Source: an optimization exercise on an open RTL-to-GDS flow (aim: small area and a short achievable clock period). Production flows keep margins and buffers that such runs may drop. The RTL was checked by simulation tests, not by an equivalence proof against the original design.

`flow/run.sh`:
```
#!/bin/bash
# synth_recipe.tcl (not shown) runs the flow's synth.tcl, then flattens the netlist and writes it again
# the make line also repeats each setting of config.mk as NAME=value (left out here)
make -C /OpenROAD-flow-scripts/flow DESIGN_CONFIG=/design/flow/config.mk WORK_HOME=/design/flow/orfs CLKGATE_MAP_FILE= SYNTH_SCRIPT=/design/flow/synth_recipe.tcl finish
```
`flow/config.mk`:
```
export PLATFORM = sky130hd
export DESIGN_NAME = arith_encoder
export DESIGN_NICKNAME = arith_encoder
export VERILOG_FILES = /design/flow/design.v
export SDC_FILE = /design/flow/constraint.sdc
export NUM_CORES = 4
export LEC_CHECK = 0
export CAP_MARGIN = 20
export CORE_MARGIN = 2
export CORE_UTILIZATION = 40
export SLEW_MARGIN = 20
```
`flow/constraint.sdc`:
```
create_clock -name core_clock -period 9.0 [get_ports {general_clk}]
set_input_delay 1.8000 -clock core_clock [delete_from_list [all_inputs] [get_ports {general_clk}]]
set_output_delay 1.8000 -clock core_clock [all_outputs]
set_load 0.01 [all_outputs]
```
`flow/design.v`:
```
`timescale 1ns/1ps
module pipeline_control (
  input  logic general_clk,
  input  logic reset,
  input  logic in_valid,
  output logic en_12,
  output logic en_23,
  output logic en_final,
  output logic out_valid
);
  localparam int DEPTH = 3;
  logic [DEPTH-1:0] vld_q;
  always_ff @(posedge general_clk) begin
    if (reset) begin
      vld_q <= '0;
    end else begin
      vld_q <= {vld_q[DEPTH-2:0], in_valid};
    end
  end
  assign en_12 = in_valid;
  assign en_23    = vld_q[0];
  assign en_final = vld_q[1];
  assign out_valid = vld_q[DEPTH-1];   
endmodule
`timescale 1ns/1ps
module probability_stage #(
  parameter int SYMBOL_WIDTH = 4
) (
  input  logic                    general_clk,
  input  logic                    en_12,
  input  logic [15:0]             fl,
  input  logic [15:0]             fh,
  input  logic [SYMBOL_WIDTH-1:0] symbol,
  input  logic [SYMBOL_WIDTH:0]   nsyms,
  input  logic                    bool_mode,
  output logic                    link_bool_mode,
  output logic                    link_sym_bit,     
  output logic                    link_first_sym,   
  output logic [9:0]              link_fl_scaled,
  output logic [9:0]              link_fh_scaled,
  output logic [SYMBOL_WIDTH+2:0] link_offset_u,
  output logic [SYMBOL_WIDTH+2:0] link_offset_v    
);
  localparam int RANGE_WIDTH  = 16;
  localparam int PROB_SHIFT   = 6;
  localparam int EC_MIN_PROB  = 4;
  localparam int OFFSET_WIDTH = SYMBOL_WIDTH + 3;   
  localparam logic [RANGE_WIDTH-1:0] CDF_TOP = {1'b1, {(RANGE_WIDTH-1){1'b0}}};
  logic [OFFSET_WIDTH-1:0] offset_u_next;
  logic [OFFSET_WIDTH-1:0] offset_v_next;
  always_comb begin
    offset_u_next = '0;
    offset_v_next = '0;
    if (nsyms > {1'b0, symbol}) begin
      offset_u_next = OFFSET_WIDTH'(EC_MIN_PROB * (nsyms - {1'b0, symbol}));
    end
    if (nsyms > {1'b0, symbol} + 1'b1) begin
      offset_v_next = OFFSET_WIDTH'(EC_MIN_PROB * (nsyms - {1'b0, symbol} - 1'b1));
    end
    if (bool_mode) begin
      offset_v_next = OFFSET_WIDTH'(EC_MIN_PROB);
    end
  end
  always_ff @(posedge general_clk) begin
    if (en_12) begin
      link_bool_mode <= bool_mode;
      link_sym_bit   <= symbol[0];
      link_first_sym <= (fl == CDF_TOP);
      link_fl_scaled <= fl[RANGE_WIDTH-1:PROB_SHIFT];   
      link_fh_scaled <= fh[RANGE_WIDTH-1:PROB_SHIFT];
      link_offset_u  <= offset_u_next;
      link_offset_v  <= offset_v_next;
    end
  end
endmodule
`timescale 1ns/1ps
module interval_update #(
  parameter int SYMBOL_WIDTH = 4
) (
  input  logic                    general_clk,
  input  logic                    reset,
  input  logic                    en_23,
  input  logic                    in_bool_mode,
  input  logic                    in_sym_bit,
  input  logic                    in_first_sym,
  input  logic [9:0]              in_fl_scaled,
  input  logic [9:0]              in_fh_scaled,
  input  logic [SYMBOL_WIDTH+2:0] in_offset_u,
  input  logic [SYMBOL_WIDTH+2:0] in_offset_v,
  output logic [15:0]             out_low_add,   
  output logic [4:0]              out_d,         
  output logic [15:0]             out_range      
);
  localparam int RANGE_WIDTH = 16;
  localparam int CNT_WIDTH   = 5;
  localparam int PROB_SHIFT  = 6;
  localparam logic [RANGE_WIDTH-1:0] RANGE_RESET = 16'd32768;
  localparam int TOP_WIDTH  = 8;
  localparam int PROD_WIDTH = TOP_WIDTH + RANGE_WIDTH - PROB_SHIFT;
  localparam int WIDE       = RANGE_WIDTH + 1;
  logic [RANGE_WIDTH-1:0] range_q;
  logic [TOP_WIDTH-1:0]   range_top;
  logic [PROD_WIDTH-1:0]  prod_fl;
  logic [PROD_WIDTH-1:0]  prod_fh;
  logic [WIDE-1:0]        u_val;
  logic [WIDE-1:0]        v_val;
  logic [RANGE_WIDTH-1:0] u_low;
  logic [RANGE_WIDTH-1:0] v_low;
  logic [RANGE_WIDTH-1:0] low_add_next;
  logic [RANGE_WIDTH-1:0] range_raw;
  logic [CNT_WIDTH-1:0]   d_next;
  assign range_top = range_q[RANGE_WIDTH-1 -: TOP_WIDTH];   
  assign prod_fl   = range_top * in_fl_scaled;
  assign prod_fh   = range_top * in_fh_scaled;
  assign u_val = WIDE'(prod_fl >> 1) + WIDE'(in_offset_u);
  assign v_val = WIDE'(prod_fh >> 1) + WIDE'(in_offset_v);
  assign u_low = u_val[RANGE_WIDTH-1:0];
  assign v_low = v_val[RANGE_WIDTH-1:0];
  always_comb begin
    low_add_next = '0;
    range_raw    = range_q - v_low;   
    if (in_bool_mode) begin
      if (in_sym_bit) begin
        low_add_next = range_q - v_low;
        range_raw    = v_low;
      end
    end else if (!in_first_sym) begin
      low_add_next = range_q - u_low;
      range_raw    = u_low - v_low;
    end
  end
  always_comb begin
    d_next = '0;
    for (int i = 0; i < RANGE_WIDTH; i++) begin
      if (range_raw[i]) begin
        d_next = CNT_WIDTH'(RANGE_WIDTH - 1 - i);
      end
    end
  end
  always_ff @(posedge general_clk) begin
    if (reset) begin
      range_q <= RANGE_RESET;
    end else begin
      if (en_23) begin
        range_q <= range_raw << d_next;   
      end
    end
  end
  always_ff @(posedge general_clk) begin
    if (en_23) begin
      out_low_add <= low_add_next;
      out_d       <= d_next;
    end
  end
  assign out_range = range_q;
endmodule
`timescale 1ns/1ps
module renormalizer (
  input  logic        general_clk,
  input  logic        reset,
  input  logic        en_final,
  input  logic [15:0] in_low_add,
  input  logic [4:0]  in_d,
  input  logic [15:0] in_range,
  output logic [15:0] range_out,
  output logic [23:0] low_out,
  output logic [4:0]  cnt_out,
  output logic [1:0]  bit_flag,
  output logic [15:0] out_bit_1,
  output logic [15:0] out_bit_2
);
  localparam int RANGE_WIDTH = 16;
  localparam int LOW_WIDTH   = 24;
  localparam int CNT_WIDTH   = 5;
  localparam logic [RANGE_WIDTH-1:0]      RANGE_RESET = 16'd32768;
  localparam logic signed [CNT_WIDTH-1:0] CNT_RESET   = -9;
  localparam logic [1:0] EMIT_NONE = 2'd0;
  localparam logic [1:0] EMIT_ONE  = 2'd1;
  localparam logic [1:0] EMIT_TWO  = 2'd2;
  localparam int SUM_WIDTH = CNT_WIDTH + 1;   
  logic [LOW_WIDTH-1:0]        low_q;
  logic signed [CNT_WIDTH-1:0] cnt_q;
  logic signed [SUM_WIDTH-1:0] cnt_ext;
  logic signed [SUM_WIDTH-1:0] d_ext;
  logic signed [SUM_WIDTH-1:0] s_sum;
  logic signed [SUM_WIDTH-1:0] c_shift;
  logic [LOW_WIDTH-1:0]        low_sum;
  logic [LOW_WIDTH-1:0]        mask;
  logic [LOW_WIDTH-1:0]        low_rem;
  logic [RANGE_WIDTH-1:0]      word_1;
  logic [RANGE_WIDTH-1:0]      word_2;
  logic signed [CNT_WIDTH-1:0] cnt_next;
  logic [1:0]                  flag_next;
  assign cnt_ext = cnt_q;                       
  assign d_ext   = $signed({1'b0, in_d});
  assign s_sum   = cnt_ext + d_ext;
  assign low_sum = low_q + LOW_WIDTH'(in_low_add);
  always_comb begin
    c_shift   = cnt_ext + SUM_WIDTH'(RANGE_WIDTH);
    mask      = (LOW_WIDTH'(1) << c_shift) - 1'b1;
    low_rem   = low_sum;
    word_1    = '0;
    word_2    = '0;
    flag_next = EMIT_NONE;
    cnt_next  = s_sum[CNT_WIDTH-1:0];   
    if (s_sum >= 0) begin
      word_1    = RANGE_WIDTH'(low_sum >> c_shift);
      low_rem   = low_sum & mask;
      flag_next = EMIT_ONE;
      if (s_sum >= 8) begin
        c_shift   = c_shift - 8;
        mask      = mask >> 8;
        word_2    = RANGE_WIDTH'(low_rem >> c_shift);
        low_rem   = low_rem & mask;
        flag_next = EMIT_TWO;
      end
      cnt_next = CNT_WIDTH'(c_shift + d_ext - 24);
    end
  end
  always_ff @(posedge general_clk) begin
    if (reset) begin
      low_q     <= '0;
      cnt_q     <= CNT_RESET;
      range_out <= RANGE_RESET;
      bit_flag  <= EMIT_NONE;
    end else if (en_final) begin
      low_q     <= low_rem << in_d;   
      cnt_q     <= cnt_next;
      range_out <= in_range;
      bit_flag  <= flag_next;
    end
  end
  always_ff @(posedge general_clk) begin
    if (en_final) begin
      out_bit_1 <= word_1;
      out_bit_2 <= word_2;
    end
  end
  assign low_out = low_q;
  assign cnt_out = cnt_q;
endmodule
`timescale 1ns/1ps
module arith_encoder #(
  parameter int SYMBOL_WIDTH = 4
) (
  input  logic                    general_clk,
  input  logic                    reset,
  input  logic                    in_valid,
  input  logic [15:0]             fl,
  input  logic [15:0]             fh,
  input  logic [SYMBOL_WIDTH-1:0] symbol,
  input  logic [SYMBOL_WIDTH:0]   nsyms,
  input  logic                    bool_mode,
  output logic                    out_valid,
  output logic [15:0]             range_out,
  output logic [23:0]             low_out,
  output logic [4:0]              cnt_out,
  output logic [1:0]              bit_flag,    
  output logic [15:0]             out_bit_1,
  output logic [15:0]             out_bit_2
);
  logic en_12;
  logic en_23;
  logic en_final;
  logic                    s12_bool_mode;
  logic                    s12_sym_bit;
  logic                    s12_first_sym;
  logic [9:0]              s12_fl_scaled;
  logic [9:0]              s12_fh_scaled;
  logic [SYMBOL_WIDTH+2:0] s12_offset_u;
  logic [SYMBOL_WIDTH+2:0] s12_offset_v;
  logic [15:0] s23_low_add;
  logic [4:0]  s23_d;
  logic [15:0] s23_range;
  pipeline_control u_control (
    .general_clk (general_clk),
    .reset       (reset),
    .in_valid    (in_valid),
    .en_12       (en_12),
    .en_23       (en_23),
    .en_final    (en_final),
    .out_valid   (out_valid)
  );
  probability_stage #(
    .SYMBOL_WIDTH (SYMBOL_WIDTH)
  ) u_stage_1 (
    .general_clk    (general_clk),
    .en_12          (en_12),
    .fl             (fl),
    .fh             (fh),
    .symbol         (symbol),
    .nsyms          (nsyms),
    .bool_mode      (bool_mode),
    .link_bool_mode (s12_bool_mode),
    .link_sym_bit   (s12_sym_bit),
    .link_first_sym (s12_first_sym),
    .link_fl_scaled (s12_fl_scaled),
    .link_fh_scaled (s12_fh_scaled),
    .link_offset_u  (s12_offset_u),
    .link_offset_v  (s12_offset_v)
  );
  interval_update #(
    .SYMBOL_WIDTH (SYMBOL_WIDTH)
  ) u_stage_2 (
    .general_clk  (general_clk),
    .reset        (reset),
    .en_23        (en_23),
    .in_bool_mode (s12_bool_mode),
    .in_sym_bit   (s12_sym_bit),
    .in_first_sym (s12_first_sym),
    .in_fl_scaled (s12_fl_scaled),
    .in_fh_scaled (s12_fh_scaled),
    .in_offset_u  (s12_offset_u),
    .in_offset_v  (s12_offset_v),
    .out_low_add  (s23_low_add),
    .out_d        (s23_d),
    .out_range    (s23_range)
  );
  renormalizer u_stage_3 (
    .general_clk (general_clk),
    .reset       (reset),
    .en_final    (en_final),
    .in_low_add  (s23_low_add),
    .in_d        (s23_d),
    .in_range    (s23_range),
    .range_out   (range_out),
    .low_out     (low_out),
    .cnt_out     (cnt_out),
    .bit_flag    (bit_flag),
    .out_bit_1   (out_bit_1),   
    .out_bit_2   (out_bit_2)
  );
endmodule
```
==> results.txt <==
sequential cells by signal, summed over array words and instances (netlist names), 4 cells and up:
name                      flops
u_stage_3.out_bit_1          16
u_stage_2.range_q            16
u_stage_2.out_low_add        16
u_stage_1.link_offset_v       5
u_stage_1.link_offset_u       5
u_stage_1.link_fh_scaled     10
u_stage_3.range_out          16
u_stage_1.link_fl_scaled     10
u_stage_2.out_d               4
u_stage_3.out_bit_2          16
u_stage_3.cnt_q               5
u_stage_3.low_q              24
kinds of logic (layout without fill, tap and decap cells):
| group | count (synthesis) | after routing | share of synthesized area [%] |
|---|---|---|---|
| XOR/XNOR | 123 | 123 | 5.85 |
| multiplexers | 122 | 122 | 6.59 |
| adder cells (fa/ha/maj) | 270 | 270 | 21.2 |
| other | 0 | 1 | 0 |
| AO/OA/AOI/OAI | 610 | 610 | 20.6 |
| buffers and inverters | 288 | 430 | 5.67 |
| AND/OR/NAND/NOR | 801 | 801 | 20.2 |
| flip-flops | 151 | 151 | 19.8 |
through the flow:
| stage | TNS [ps] | instances | area [um^2] |
|---|---|---|---|
| 2_1_floorplan | 0 | 2365 | 19500 |
| 3_3_place_gp | 0 | 3085 | 21800 |
| 3_5_place_dp | 0 | 3085 | 21800 |
| 4_1_cts | 0 | 3117 | 22400 |
| 5_1_grt | -42.1 | 3122 | 22700 |
| 6_report | 0 | 3123 | 22700 |
area by class of cell:
type	instances	area share (%)
inverter	166	2.75
tap	615	3.40
timing repair buffer	232	9.18
antenna	1	0.0110
multi-input combinational	1926	65.1
clock inverter	12	0.398
sequential	151	17.2
clock buffer	20	2.03
worst register-to-register path, delay by kind of cell (launching register included):
| kind | cells | cell delay (ps) |
|---|---|---|
| xor gates and xnor gates | 2 | 400 |
| buffers and inverters | 5 | 540 |
| and+or+nand+nor | 4 | 1260 |
| AOI/OAI and AO/OA | 10 | 2340 |
| adders and majority gates | 7 | 2990 |
| DFF | 1 | 530 |
| muxes | 2 | 520 |
what timing repair did:
item	in CTS	in global routing
gates resized for setup	1	43
gates cloned	0	0
endpoints found under the setup margin	1	15
pin swaps	0	7
endpoints found under the hold margin	0	0
buffers inserted	0	5
synthesized netlist by cell type (all sizes together) (10+ instances only):
| cell | instances | area, um^2 |
|---|---|---|
| nor2 | 220 | 828 |
| nand2 | 211 | 797 |
| inv | 159 | 597 |
| ha | 157 | 1960 |
| a21oi | 150 | 754 |
| o21ai | 135 | 683 |
| and2 | 134 | 838 |
| fa | 104 | 2080 |
| clkbuf | 95 | 357 |
| edfxtp | 85 | 2550 |
| mux2i | 85 | 851 |
| xnor2 | 85 | 767 |
| dfxtp | 66 | 1320 |
| nor3 | 56 | 280 |
| nand3 | 45 | 230 |
| a21o | 44 | 330 |
| a211oi | 38 | 290 |
| mux2 | 36 | 413 |
| xor2 | 35 | 307 |
| a31oi | 31 | 194 |
| buf | 27 | 128 |
| nand2b | 24 | 150 |
| o21a | 23 | 173 |
| nor2b | 18 | 113 |
| o22ai | 18 | 113 |
| a22oi | 16 | 134 |
| o211ai | 16 | 120 |
| nor4 | 13 | 93.8 |
| o21bai | 13 | 97.6 |
| and3 | 12 | 75.1 |
| or2 | 12 | 75.1 |
| or3 | 12 | 75.1 |
| a221oi | 11 | 96.3 |
| nand4 | 11 | 105 |
| o221ai | 10 | 87.6 |
| o31a | 10 | 87.6 |
worst paths after layout:
kind,end,from
setup / recovery,u_stage_2.range_q[12]$_SDFFE_PP0P_,u_stage_1.link_fh_scaled[1]$_DFFE_PP_
hold / removal,u_stage_3.range_out[15]$_SDFFE_PP1P_,u_stage_3.range_out[15]$_SDFFE_PP1P_
setup reg to reg,u_stage_2.range_q[12]$_SDFFE_PP0P_,u_stage_1.link_fh_scaled[1]$_DFFE_PP_
hold reg to reg,u_stage_3.range_out[15]$_SDFFE_PP1P_,u_stage_3.range_out[15]$_SDFFE_PP1P_
per-layer routing:
metal | vias up | wire [um] | global-route usage, %
met4 | 0 | 2680 | 11.5
met2 | 506 | 32400 | 45.4
met1 | 8868 | 26400 | 29.9
met3 | 125 | 2520 | 3.75
met5 | - | 0 | 0
li1 | 8692 | - | -
==> results.txt <==
Die X 225 um; Syn Nets roughly 2.7k; max-slew violations 0; initial antenna violation count 0; die height 225 um; # rows 80; maximum clock frequency around 110 MHz; CTS tree built; Critical Path End Type register; worst reg2reg path depth 30; Slew @ Worst Pin around 900 ps; first-pass GRT wire length 99,700 um; First-pass DRT Iterations 7; nets@finish approximately 2.8k; vias in the first global route around 18k; final setup vio count 0; Crit-path slowest cell or4_4; register area 3890 um^2; Place WS 60.1 ps; R2R setup slack approximately 300 ps; slew margin rel. about two fifths; Fin Clk Skew ~15 ps; P&R area growth vs syn 16.0%; hold_ws about 480 ps; share of layout cells above drive strength 1 between 10% and 20%; area of the multi-input gates 14,700 um^2; final wirelength 63,900 um; critical path's top delay family adder cells; WP data arrival between 9000 and 10,000 ps; core area roughly 48,000 um^2; clock root buffer clkbuf_16; Mapped Cells 2,365; gp weighted congestion between 0.9 and 1; Hold Fails Final Rpt 0; Sink Count 151; hold-fix buffers at CTS 0; Worst Hold Class register to register; WP buf/inv 5; flops & latches, synth 151; Ports 125; Routed Antenna Nets 0; Ys Warns 4; Final Util 47.3%; via count 18.2k; gr ovfl total 0; Avg Cell Area, Syn between 8 and 9 um^2; PortBufs approximately 120; via/cell ratio 5.82; Final period util a little over nine tenths; Netlist cell types ~100; Worst EP required about 9400 ps; status complete, no violations; slowest stage delay, CP 560 ps; starting density of the core approximately 41%; max-cap viol count 0; min Tclk post-route roughly 8700 ps; Post-synth EDFFs 85; Max Root-Sink Buffers 2; CP Depth 30; die area about 51,000 um^2; CTS clk-pin slew, worst paths around 80 ps; final worst setup slack around 300 ps; CP max FO 8; most frequent cells in the layout 217 x nor2_1, 209 x nand2_1, 157 x inv_1; Synth Flop Type edfxtp_1; drt wl/cell 20.5 um; CTS Buf Count 17; HPWL after DPL ~50,000 um; Fill cells around 4.7k; sequential cell area fraction in the yosys report between 10% and 20%; Clk Latency, worst-skew pair 490 ps; DRC Markers 0; initial drt markers ~1.3k; pin count of the biggest net entering global routing 73; Async SR Flop Fraction 0%; most common cell after layout, fill and taps aside nor2_1; critical path class register to register; Worst Hold Depth 2; htree depth 4; most used cell along the critical path fa_1; GRT Overall Usage between 20% and 30%; Startpoint Class register; Post-Syn Area about 20,000 um^2

-- port drivers added, routing unchanged --
In the flow no input, the clock included, has a driving cell. The finished layout below was timed again as built, in two steps. Step 1: set_driving_cell puts a clkbuf_16 on general_clk and a buf_2 on each other input, an assumption about the parent block. Step 2 moves the port delays by t, midway between the first and last clock arrival at a register: inputs arrive t later, outputs are due t later. That takes back most of the time a late clock gives input paths. Slacks: ideal / step 1 / step 2; pairs: ideal / step 1.
t (ns): 0.546
setup slack, ns: 0.304 / 0.304 / 0.304
hold slack, ns: 0.475 / 0.475 / 0.475
worst register clock-pin slew, ns: 0.08 / 0.08
After both steps this run still meets setup and hold. The setup slack of this run moves by 0.000 ns with the drivers and by 0.000 ns with both steps.
